Background: an optimization exercise with open tools, aiming at small area, a short achievable clock period and few clock cycles per item. Do not read the settings as production practice. The RTL was checked by simulation tests, not by an equivalence proof against the original design. No activity file was given, so power comes from the tool's default toggle rates.

Setup of branch quartz:
==> flow/design.v (excerpt) <==
module soc_curve_interp_validate #(
  parameter int NUM_POINTS = 8
) (
  input  logic        clk,
  input  logic        rst,
  input  logic        cfg_wen,
  input  logic        cfg_index,
  input  logic [7:0]  cfg_data,
  input  logic        in_valid,
  output logic        in_ready,
  input  logic [19:0] in_data,
  output logic        out_valid,
  input  logic        out_ready,
  output logic [15:0] out_data
);
Size in the first run: about 140 flip-flops, about 52 I/O pins, ~8000 sq um of cells after synthesis.
clock: 10.0 ns
lec_check: 0
abc_area: 1
cap_margin: 20
core_margin: 2
core_utilization: 50
cts_buf_list: sky130_fd_sc_hd__clkbuf_8
cts_cluster_diameter: 150
cts_cluster_size: 50
setup_slack_margin: 5
slew_margin: 20
standard.sh (not shown) runs the stock make flow with config.mk's settings and CLKGATE_MAP_FILE= SYNTH_SCRIPT=/design/flow/synth_recipe.tcl, a recipe that flattens the netlist after the stock synthesis.
==> flow/flow/run.sh <==
#!/bin/bash
set -euo pipefail
MARGIN=${FLOW_SETUP_MARGIN:-6.9}
export BUFFER_PORTS_ARGS="-buffer_cell sky130_fd_sc_hd__buf_1"
sed "s/SETUP_SLACK_MARGIN=[0-9.]*/SETUP_SLACK_MARGIN=${MARGIN}/" standard.sh > standard_margin.sh
bash standard_margin.sh > standard.log 2>&1
Having completed the whole flow, branch quartz delivered a layout that passed the timing, design-rule and antenna checks.
Testbench counts of branch quartz, summed over its fixed seeds: cycles 3,368, items 3,200.
Modified inputs, branch juniper compared to branch quartz
Settings: CORE_UTILIZATION changed from 50 to 55.
--- a/flow/flow/run.sh
+++ b/flow/flow/run.sh
@@ -2,3 +2,3 @@
 set -euo pipefail
-MARGIN=${FLOW_SETUP_MARGIN:-6.9}
+MARGIN=${FLOW_SETUP_MARGIN:-6.7}
 export BUFFER_PORTS_ARGS="-buffer_cell sky130_fd_sc_hd__buf_1"
==> results.txt <==
In the tables for branch juniper and branch quartz, number of iterations in the first detailed-routing pass reads higher with branch juniper. The maximum fanout count along the critical path of branch quartz and that of branch juniper are within noise of each other. Summary — flip-flop and latch share of the layout cell area, branch juniper relative to branch quartz: higher, by 0.77 points. Comparing branch juniper and branch quartz, via count is lower on branch quartz. As far as fraction of synthesis flops using an asynchronous set or reset pin goes, branch juniper and branch quartz are indistinguishable; the numbers are identical. Number of buffers inserted to repair setup after CTS: branch juniper vs branch quartz down 3. Compared with branch quartz, branch juniper shows a power that is about 1.5% lower. As far as share of cell area taken by multi-input logic gates is concerned, branch quartz and branch juniper perform about the same. Compared with branch quartz, branch juniper shows power in the clock group that has gone down by a few percent. Non-clock buffer count (branch juniper over branch quartz): decrease, 8. Max register-to-register setup slack across branch juniper and branch quartz: branch quartz.

---

job 7014:
soc_curve_interp_validate, a different RTL version from the one above (not shown whole).
Size: about 1,000 cells after synthesis, ~140 flip-flops, roughly 8400 sq um of cells after synthesis.
==> flow/design.v (excerpt) <==
module soc_curve_interp_validate #(
  parameter int NUM_POINTS = 8
) (
  input  logic        clk,
  input  logic        rst,
  input  logic        cfg_wen,
  input  logic        cfg_index,
  input  logic [7:0]  cfg_data,
  input  logic        in_valid,
  output logic        in_ready,
  input  logic [19:0] in_data,
  output logic        out_valid,
  input  logic        out_ready,
  output logic [15:0] out_data
);
  logic [7:0] ve;
  logic [6:0] mt;
  logic       busy;
  always_ff @(posedge clk) begin
    if (rst) begin
      ve <= 8'd53;
      mt <= 7'd5;
    end else begin
      if (cfg_wen && cfg_index) mt <= cfg_data[6:0];
      if (cfg_wen && !cfg_index) ve <= cfg_data;
      else if (busy) ve <= {ve[1:0], ve[7:2]};
    end
  end
  logic [2:0]  eseg;    
  logic [1:0]  ebit;
  logic [13:0] acc;
  logic [1:0]  vbits;
  logic [15:0] mk;      
  logic [15:0] acc_sum;
  logic [13:0] acc_next;
  logic [4:0]  t1;
  logic [5:0]  t2;
  logic [6:0]  t3;
  logic [6:0]  t4;
  logic [5:0]  t5;
  assign vbits = ve[1:0];
  ...
export LEC_CHECK = 0
export ABC_AREA = 1
export CAP_MARGIN = 20
export CORE_MARGIN = 2
export CORE_UTILIZATION = 40
export SETUP_SLACK_MARGIN = 5
export SLEW_MARGIN = 20
create_clock -name core_clock -period 10.0 [get_ports {clk}]
==> flow/flow/run.sh <==
#!/bin/bash
set -euo pipefail
MARGIN=${FLOW_SETUP_MARGIN:-6.6}
export BUFFER_PORTS_ARGS="-buffer_cell sky130_fd_sc_hd__buf_1"
sed "s/SETUP_SLACK_MARGIN=[0-9.]*/SETUP_SLACK_MARGIN=${MARGIN}/" standard.sh > standard_margin.sh
bash standard_margin.sh > standard.log 2>&1
Testbench counts of job 7014, summed over its fixed seeds: cycles 3,368, items 3,200.
### job 7014 -> job 4576
==> flow/run.sh (new file) <==
#!/bin/bash
# synth_recipe.tcl (not shown) runs the flow's synth.tcl, then flattens the netlist and writes it again
# the make line also repeats each setting of config.mk as NAME=value (left out here)
make -C /OpenROAD-flow-scripts/flow DESIGN_CONFIG=/design/flow/config.mk WORK_HOME=/design/flow/orfs CLKGATE_MAP_FILE= SYNTH_SCRIPT=/design/flow/synth_recipe.tcl finish
removed: flow/flow/run.sh
removed: flow/standard.sh
Findings:
Against job 7014, final-layout clock buffer total in job 4576 fell by a few percent. Summary of the comparison: count of cell instances traversed by the critical path is lower in job 4576, relative to job 7014. Reported for job 7014 and job 4576, CTS sink count turned out identical to the last digit. Cell with the biggest individual delay on the critical path = sky130_fd_sc_hd__dfxtp_1: job 4576; cell with the biggest individual delay on the critical path = sky130_fd_sc_hd__dfxtp_4: job 7014. Job 4576 | status: complete | timing, DRC, antenna: pass. When job 4576 is measured against job 7014, its synthesis-to-layout area growth turns out 0.67 points lower. Higher actual transition at the worst max-transition pin among job 7014 and job 4576: job 4576. Layout buffer count excluding clock buffers in job 4576 is 21 lower than in job 7014. First-iteration DRC count (job 4576 over job 7014): decrease, 42.
The following lists how job 8405 was set up differently from job 4576:
- CTS_CLUSTER_SIZE newly set to 50
- CTS_CLUSTER_DIAMETER newly set to 150
- CTS_BUF_LIST newly set to sky130_fd_sc_hd__clkbuf_8
==> flow/flow/run.sh (new file) <==
#!/bin/bash
set -euo pipefail
MARGIN=${FLOW_SETUP_MARGIN:-6.6}
sed "s/SETUP_SLACK_MARGIN=[0-9.]*/SETUP_SLACK_MARGIN=${MARGIN}/" standard.sh > standard_margin.sh
bash standard_margin.sh > standard.log 2>&1
==> flow/standard.sh (new file) <==
#!/bin/bash
# synth_recipe.tcl (not shown) runs the flow's synth.tcl, then flattens the netlist and writes it again
# the make line also repeats each setting of config.mk as NAME=value (left out here)
make -C /OpenROAD-flow-scripts/flow DESIGN_CONFIG=/design/flow/config.mk WORK_HOME=/design/flow/orfs CLKGATE_MAP_FILE= SYNTH_SCRIPT=/design/flow/synth_recipe.tcl "${@:-finish}"
removed: flow/run.sh
==> results.txt <==
- Relative to job 4576, core utilization of the finished layout has gone up in job 8405.
- Lower layout overhead on the synthesized area was reported by job 4576, not job 8405.
- Re number of library cell types mapped by synthesis: no difference whatsoever between job 4576 and job 8405.
- Any difference in global-route track usage on met2 between job 4576 and job 8405 is small enough to ignore.
- ~same final-layout worst hold slack in job 8405 and job 4576
- Compared with job 4576, in job 8405 post-CTS setup buffer count shows an increase of 10, insertion delay to the later sink of the worst-skew pair shows no meaningful change.
- Compared with job 4576, in job 8405 power of the combinational group rose 12%, power density of the placed cells fell 9.0 nW/um^2.
- Measured against each other, job 8405 and job 4576 differ in worst setup slack, the lower figure coming from job 4576.
- When job 8405 is measured against job 4576, its final total power turns out 0.039 mW lower.
#### Input delta (job 7354 over job 8405)
- CTS_CLUSTER_SIZE no longer set, was 50
- CTS_CLUSTER_DIAMETER no longer set, was 150
- CTS_BUF_LIST no longer set, was sky130_fd_sc_hd__clkbuf_8
==> comparison <==
- Taking job 8405 as the reference, in job 7354 portion of total power attributed to the clock network now sits higher, number of buffers outside the clock class in the layout higher, number of nets at the end of the flow roughly the same, count of clock-buffer cells in the layout saw an increase, final routed wirelength across all metal layers up about 1.6%.
- Summary — final core utilization, job 7354 relative to job 8405: higher, by 1.0 points.
- Job 7354 -> job 8405: cell count flat
diff inputs: job 7354 => job 1252
- CTS_CLUSTER_DIAMETER now 300, previously not set
- CTS_BUF_LIST now sky130_fd_sc_hd__clkbuf_8, previously not set
- CTS_CLUSTER_SIZE now 100, previously not set
==> flow/flow/run.sh <==
#!/bin/bash
set -euo pipefail
MARGIN=${FLOW_SETUP_MARGIN:-6.6}
export BUFFER_PORTS_ARGS="-buffer_cell sky130_fd_sc_hd__buf_1"
sed "s/SETUP_SLACK_MARGIN=[0-9.]*/SETUP_SLACK_MARGIN=${MARGIN}/" standard.sh > standard_margin.sh
bash standard_margin.sh > standard.log 2>&1
Min latest clock arrival within the worst-skew pair across job 1252 and job 7354: job 7354. Job 1252 does better than job 7354 on leakage power. Looking at global-route met1 utilization across job 1252 and job 7354, the one that comes out lower is job 1252. The estimated wirelength of the detail-placed design was comparable across job 1252 and job 7354. In the flow results for job 1252 and job 7354, the sequential portion of the cell area is smaller on job 7354. Row required arrival time at the worst endpoint: job 1252 higher / job 7354 lower. Job 1252: done, clean on timing, DRC and antenna.

---

Another version of the RTL of soc_curve_interp_validate (not shown whole).
Size: roughly 140 flip-flops, about 52 I/O pins, about 0.0084 mm² of cells after synthesis.
export LEC_CHECK = 0
export ABC_AREA = 1
export CAP_MARGIN = 20
export CORE_MARGIN = 2
export CORE_UTILIZATION = 50
export CTS_BUF_LIST = sky130_fd_sc_hd__clkbuf_8
export CTS_CLUSTER_DIAMETER = 150
export CTS_CLUSTER_SIZE = 50
export GPL_ROUTABILITY_DRIVEN = 0
export SETUP_SLACK_MARGIN = 5
export SLEW_MARGIN = 20
create_clock -name core_clock -period 10.0 [get_ports {clk}]
==> flow/flow/run.sh <==
#!/bin/bash
set -euo pipefail
MARGIN=${FLOW_SETUP_MARGIN:-6.6}
export BUFFER_PORTS_ARGS="-buffer_cell sky130_fd_sc_hd__buf_1"
sed "s/SETUP_SLACK_MARGIN=[0-9.]*/SETUP_SLACK_MARGIN=${MARGIN}/" standard.sh > standard_margin.sh
bash standard_margin.sh > standard.log 2>&1
The first run completed with no timing, DRC or antenna violations.
Testbench counts at the start, summed over its fixed seeds: cycles 3,376, items 3,200.
Next try:
==> flow/flow/run.sh (replaced) <==
#!/bin/bash
set -euo pipefail
MARGIN=${FLOW_SETUP_MARGIN:-7.0}
export BUFFER_PORTS_ARGS="-buffer_cell sky130_fd_sc_hd__buf_1"
sed "s/SETUP_SLACK_MARGIN=[0-9.]*/SETUP_SLACK_MARGIN=${MARGIN}/" standard.sh > standard_margin.sh
bash standard_margin.sh > standard.log 2>&1
- CORE_UTILIZATION: 50 -> 40
- GPL_ROUTABILITY_DRIVEN: 0 -> default
Outcome:
- The changed run completed without violations
- worst hold slack gets better by 0.0089 ns
- setup slack gets better by 0.24 ns
- global-route usage is lower by 3.4 points
- power is higher by 5.8%
- clock power is higher by about 10%
- non-clock buffer count is higher by 43
- final area is higher by about 8%
Next try:
==> flow/flow/run.sh (replaced) <==
#!/bin/bash
set -euo pipefail
MARGIN=${FLOW_SETUP_MARGIN:-6.3}
export BUFFER_PORTS_ARGS="-buffer_cell sky130_fd_sc_hd__buf_1"
sed "s/SETUP_SLACK_MARGIN=[0-9.]*/SETUP_SLACK_MARGIN=${MARGIN}/" standard.sh > standard_margin.sh
bash standard_margin.sh > standard.log 2>&1
- CORE_UTILIZATION: 40 -> 50
Non-clock buffer count falls by 54. Sequential share of layout area rises by 3.5 points. Final area falls by a little under a tenth. Wire length falls by a little under a tenth. Clock power falls by roughly a tenth. Sequential power rises slightly.
Next try:
==> flow/flow/run.sh (replaced) <==
#!/bin/bash
set -euo pipefail
MARGIN=${FLOW_SETUP_MARGIN:-6.6}
export BUFFER_PORTS_ARGS="-buffer_cell sky130_fd_sc_hd__buf_1"
sed "s/SETUP_SLACK_MARGIN=[0-9.]*/SETUP_SLACK_MARGIN=${MARGIN}/" standard.sh > standard_margin.sh
bash standard_margin.sh > standard.log 2>&1
- ABC_AREA: 1 -> default
- CORE_UTILIZATION: 50 -> 40
Effect:
- The changed run passed the timing, design-rule and antenna checks
- power is higher by 2.9%
- first-iteration DRC count is higher by 16%
- clock skew is lower by 0.0047 ns
- routed wire length is higher by 4.0%
- global-route usage is lower by 4.4 points
- die area is higher by 27%
- design area is higher by 7.4%
- cell count is lower by 2.9%
- setup slack degrades by 0.031 ns
- sequential share of layout area is lower by 2.6 points

---

zinc:
RTL: one of the versions met above, not the one the previous note started from.
For scale: roughly 140 flip-flops, roughly 52 I/O pins, about 8000 sq um of cells after synthesis.
==> flow/config.mk <==
export PLATFORM = sky130hd
export DESIGN_NAME = soc_curve_interp_validate
export DESIGN_NICKNAME = soc_curve_interp_validate
export VERILOG_FILES = /design/flow/design.v
export SDC_FILE = /design/flow/constraint.sdc
export NUM_CORES = 4
export LEC_CHECK = 0
export ABC_AREA = 1
export CAP_MARGIN = 20
export CORE_MARGIN = 2
export CORE_UTILIZATION = 50
export CTS_BUF_LIST = sky130_fd_sc_hd__clkbuf_8
export CTS_CLUSTER_DIAMETER = 150
export CTS_CLUSTER_SIZE = 50
export SETUP_SLACK_MARGIN = 5
export SLEW_MARGIN = 20
==> flow/constraint.sdc <==
create_clock -name core_clock -period 10.0 [get_ports {clk}]
set_input_delay 2.0000 -clock core_clock [delete_from_list [all_inputs] [get_ports {clk}]]
set_output_delay 2.0000 -clock core_clock [all_outputs]
set_load 0.01 [all_outputs]
==> flow/flow/run.sh <==
#!/bin/bash
set -euo pipefail
MARGIN=${FLOW_SETUP_MARGIN:-6.7}
export BUFFER_PORTS_ARGS="-buffer_cell sky130_fd_sc_hd__buf_1"
sed "s/SETUP_SLACK_MARGIN=[0-9.]*/SETUP_SLACK_MARGIN=${MARGIN}/" standard.sh > standard_margin.sh
bash standard_margin.sh > standard.log 2>&1
Testbench counts of zinc, summed over its fixed seeds: cycles 3,368, items 3,200.
The inputs of sierra differ from those of zinc as listed below.
- TNS_END_PERCENT newly set to 0
--- a/flow/flow/run.sh
+++ b/flow/flow/run.sh
@@ -2,3 +2,3 @@
 set -euo pipefail
-MARGIN=${FLOW_SETUP_MARGIN:-6.7}
+MARGIN=${FLOW_SETUP_MARGIN:-6.9}
 export BUFFER_PORTS_ARGS="-buffer_cell sky130_fd_sc_hd__buf_1"
Notes after the runs:
zinc → sierra: share of cell area taken by multi-input logic gates has remained practically unchanged, maximum achievable frequency has decreased. zinc reports its worst setup path endpoint as acc[11] while sierra reports acc[12]. Between zinc and sierra, the routed wire length figures differ only marginally. In sierra, the post-route minimum period came out 0.033 ns above the value in zinc. Diff zinc..sierra | total global routing track utilization | negligible. ~same area taken by multi-input logic gates in zinc and sierra. Clock network power of zinc is on par with sierra. In the flow results for zinc and sierra, the total number of vias is larger on sierra. Summary of sierra over zinc: final area now sits at about the same level; layout overhead on the synthesized area went up by 0.19 points.
#### Input delta (yarrow over sierra)
--- a/flow/flow/run.sh
+++ b/flow/flow/run.sh
@@ -2,3 +2,3 @@
 set -euo pipefail
-MARGIN=${FLOW_SETUP_MARGIN:-6.9}
+MARGIN=${FLOW_SETUP_MARGIN:-6.7}
 export BUFFER_PORTS_ARGS="-buffer_cell sky130_fd_sc_hd__buf_1"
[summary]
yarrow vs sierra — fraction of area in registers rose 0.91 points.
Compared with sierra, in yarrow growth of design area from synthesis to finish went down 2.7 points, power density of the placed cells +1.1%, least setup slack across all paths after layout fell by 0.052 ns.
Looking at final net count, yarrow sits 1.4% below sierra.
yarrow vs sierra, layout filler cell count went up by 1.1%.
yarrow: flow completed, timing, DRC and antenna clean
yarrow vs. sierra: end-of-flow core utilization now smaller, amount of wire on met2 after detailed routing now smaller, non-clock buffer count now smaller, combined flip-flop and latch cell area comparable.

---

soc_curve_interp_validate with an RTL version that a note above also has.
Size in the first run: roughly 52 I/O pins.
==> flow/config.mk <==
export PLATFORM = sky130hd
export DESIGN_NAME = soc_curve_interp_validate
export DESIGN_NICKNAME = soc_curve_interp_validate
export VERILOG_FILES = /design/flow/design.v
export SDC_FILE = /design/flow/constraint.sdc
export NUM_CORES = 4
export LEC_CHECK = 0
export ABC_AREA = 1
export CAP_MARGIN = 20
export CORE_MARGIN = 2
export CORE_UTILIZATION = 50
export CTS_BUF_LIST = sky130_fd_sc_hd__clkbuf_8
export CTS_CLUSTER_DIAMETER = 150
export CTS_CLUSTER_SIZE = 50
export SETUP_SLACK_MARGIN = 5
export SLEW_MARGIN = 20
export TNS_END_PERCENT = 10
==> flow/constraint.sdc <==
create_clock -name core_clock -period 10.0 [get_ports {clk}]
set_input_delay 2.0000 -clock core_clock [delete_from_list [all_inputs] [get_ports {clk}]]
set_output_delay 2.0000 -clock core_clock [all_outputs]
set_load 0.01 [all_outputs]
==> flow/flow/run.sh <==
#!/bin/bash
set -euo pipefail
MARGIN=${FLOW_SETUP_MARGIN:-6.7}
export BUFFER_PORTS_ARGS="-buffer_cell sky130_fd_sc_hd__buf_1"
sed "s/SETUP_SLACK_MARGIN=[0-9.]*/SETUP_SLACK_MARGIN=${MARGIN}/" standard.sh > standard_margin.sh
bash standard_margin.sh > standard.log 2>&1
The baseline passed the timing, design-rule and antenna checks.
Testbench counts at the start, summed over its fixed seeds: cycles 3,376, items 3,200.
Then changed:
==> flow/flow/run.sh (replaced) <==
#!/bin/bash
set -euo pipefail
MARGIN=${FLOW_SETUP_MARGIN:-6.6}
export BUFFER_PORTS_ARGS="-buffer_cell sky130_fd_sc_hd__buf_1"
sed "s/SETUP_SLACK_MARGIN=[0-9.]*/SETUP_SLACK_MARGIN=${MARGIN}/" standard.sh > standard_margin.sh
bash standard_margin.sh > standard.log 2>&1
--- a/flow/config.mk
+++ b/flow/config.mk
@@ -9,5 +9,5 @@
 export CAP_MARGIN = 20
 export CORE_MARGIN = 2
-export CORE_UTILIZATION = 50
+export CORE_UTILIZATION = 40
 export CTS_BUF_LIST = sky130_fd_sc_hd__clkbuf_8
 export CTS_CLUSTER_DIAMETER = 150
@@ -15,3 +15,2 @@
 export SETUP_SLACK_MARGIN = 5
 export SLEW_MARGIN = 20
-export TNS_END_PERCENT = 10
Outcome: Core utilization is lower by 11 points. Routed wire length is higher by 1.1%. Cell count is higher by 3.7%. Non-clock buffer count is lower by 8. Area after synthesis does not change. Worst setup slack degrades by 0.064 ns. Total power is higher by 5.1%. Combinational power is lower by about 1%. Design area is higher by 0.73%. Register-to-register slack degrades by 0.06 ns. Synthesized cell count stays the same.
Then changed:
==> flow/flow/run.sh (replaced) <==
#!/bin/bash
set -euo pipefail
MARGIN=${FLOW_SETUP_MARGIN:-6.7}
export BUFFER_PORTS_ARGS="-buffer_cell sky130_fd_sc_hd__buf_1"
sed "s/SETUP_SLACK_MARGIN=[0-9.]*/SETUP_SLACK_MARGIN=${MARGIN}/" standard.sh > standard_margin.sh
bash standard_margin.sh > standard.log 2>&1
--- a/flow/config.mk
+++ b/flow/config.mk
@@ -9,5 +9,5 @@
 export CAP_MARGIN = 20
 export CORE_MARGIN = 2
-export CORE_UTILIZATION = 40
+export CORE_UTILIZATION = 50
 export CTS_BUF_LIST = sky130_fd_sc_hd__clkbuf_8
 export CTS_CLUSTER_DIAMETER = 150
- The changed run produced a clean layout
- hold slack got worse by 0.0037 ns
- cell area went down by 0.57%
- die area went down by 19%
- worst setup slack improved by 0.13 ns
- first-iteration DRC count went down by 8.8%
- utilization went up by 11 points
- wire length went down by 0.85%
- non-clock buffer count went up by 8
Then changed:
==> flow/flow/run.sh (replaced) <==
#!/bin/bash
set -euo pipefail
MARGIN=${FLOW_SETUP_MARGIN:-6.6}
export BUFFER_PORTS_ARGS="-buffer_cell sky130_fd_sc_hd__buf_1"
sed "s/SETUP_SLACK_MARGIN=[0-9.]*/SETUP_SLACK_MARGIN=${MARGIN}/" standard.sh > standard_margin.sh
bash standard_margin.sh > standard.log 2>&1
--- a/flow/config.mk
+++ b/flow/config.mk
@@ -13,4 +13,5 @@
 export CTS_CLUSTER_DIAMETER = 150
 export CTS_CLUSTER_SIZE = 50
+export PLACE_DENSITY = 0.75
 export SETUP_SLACK_MARGIN = 5
 export SLEW_MARGIN = 20
After rerunning: Combinational power falls by a few percent; routed wire length is lower slightly; total power came out higher slightly; clock power grows by a few percent; via count rises by a few percent; critical path depth shrinks by 7; core utilization went down by 0.70 points; worst setup slack loses 0.17 ns; worst hold slack improves by 0.011 ns; non-clock buffer count drops by 11.
Then changed:
--- a/flow/config.mk
+++ b/flow/config.mk
@@ -9,9 +9,8 @@
 export CAP_MARGIN = 20
 export CORE_MARGIN = 2
-export CORE_UTILIZATION = 50
+export CORE_UTILIZATION = 58
 export CTS_BUF_LIST = sky130_fd_sc_hd__clkbuf_8
 export CTS_CLUSTER_DIAMETER = 150
 export CTS_CLUSTER_SIZE = 50
-export PLACE_DENSITY = 0.75
 export SETUP_SLACK_MARGIN = 5
 export SLEW_MARGIN = 20
The new run finished clean. Wire length is lower by 2.4%. Sequential cell count stays the same. Design area is about the same. Power is lower by 0.44%. Combinational power climbs by about 1%. Setup slack improved by 0.12 ns. Via count decreases by about 2%. Synthesized cell count stays the same.

==> static timing again, ports no longer ideal <==
No port has a modelled driver above. Below, the same layouts with a new extraction and two added sets of constraints.
Step 1 (the two cells are an assumption about what drives the block):
set clk [get_ports {clk}]
set_driving_cell -lib_cell sky130_fd_sc_hd__clkbuf_16 $clk
set_driving_cell -lib_cell sky130_fd_sc_hd__buf_2 [delete_from_list [all_inputs] $clk]
Step 2 moves the port delays by t, midway between the first and last clock arrival at a register: inputs arrive t later, outputs are due t later. That takes back most of the time a late clock gives input paths.
a / b / c = ideal ports / drivers / drivers and shift; a / b = the first two.
| run | t, ns | setup slack, ns | hold slack, ns | worst setup path after step 2 |
|---|---|---|---|---|
| branch quartz | 0.490 | 6.836 / 6.836 / 6.644 | 0.418 / 0.418 / 0.418 | input to register |
| branch juniper | 0.486 | 6.636 / 6.636 / 6.468 | 0.421 / 0.421 / 0.421 | input to register |
| job 7014 | 0.463 | 6.594 / 6.594 / 6.594 | 0.429 / 0.429 / 0.429 | register to register |
| job 4576 | 0.467 | 6.029 / 6.029 / 6.029 | 0.423 / 0.423 / 0.423 | register to register |
| job 8405 | 0.477 | 6.673 / 6.663 / 6.432 | 0.425 / 0.425 / 0.425 | input to register |
| job 7354 | 0.468 | 6.575 / 6.575 / 6.433 | 0.421 / 0.421 / 0.421 | input to register |
| job 1252 | 0.480 | 6.665 / 6.665 / 6.665 | 0.435 / 0.435 / 0.435 | register to register |
| the first run of note 3 | 0.486 | 6.756 / 6.756 / 6.410 | 0.423 / 0.423 / 0.423 | input to register |
| the second run of note 3 | 0.494 | 6.993 / 6.990 / 6.706 | 0.432 / 0.432 / 0.432 | input to register |
| the third run of note 3 | 0.493 | 6.628 / 6.628 / 6.441 | 0.423 / 0.423 / 0.423 | input to register |
| the fourth run of note 3 | 0.499 | 6.597 / 6.597 / 6.403 | 0.420 / 0.420 / 0.420 | input to register |
| zinc | 0.487 | 6.862 / 6.862 / 6.494 | 0.419 / 0.419 / 0.419 | input to register |
| sierra | 0.490 | 6.829 / 6.829 / 6.404 | 0.420 / 0.420 / 0.420 | input to register |
| yarrow | 0.486 | 6.777 / 6.777 / 6.384 | 0.418 / 0.418 / 0.418 | input to register |
| the first run of note 5 | 0.488 | 6.849 / 6.849 / 6.427 | 0.423 / 0.423 / 0.423 | input to register |
| the second run of note 5 | 0.484 | 6.785 / 6.785 / 6.463 | 0.427 / 0.427 / 0.427 | input to register |
| the third run of note 5 | 0.490 | 6.911 / 6.911 / 6.643 | 0.424 / 0.424 / 0.424 | input to register |
| the fourth run of note 5 | 0.489 | 6.743 / 6.743 / 6.518 | 0.434 / 0.434 / 0.434 | input to register |
| the fifth run of note 5 | 0.489 | 6.865 / 6.865 / 6.465 | 0.424 / 0.424 / 0.424 | input to register |
After both steps setup and hold are still met in every run listed. For sierra, which loses most, drivers alone change the setup slack by 0.000 ns; drivers and shift together by -0.425 ns.
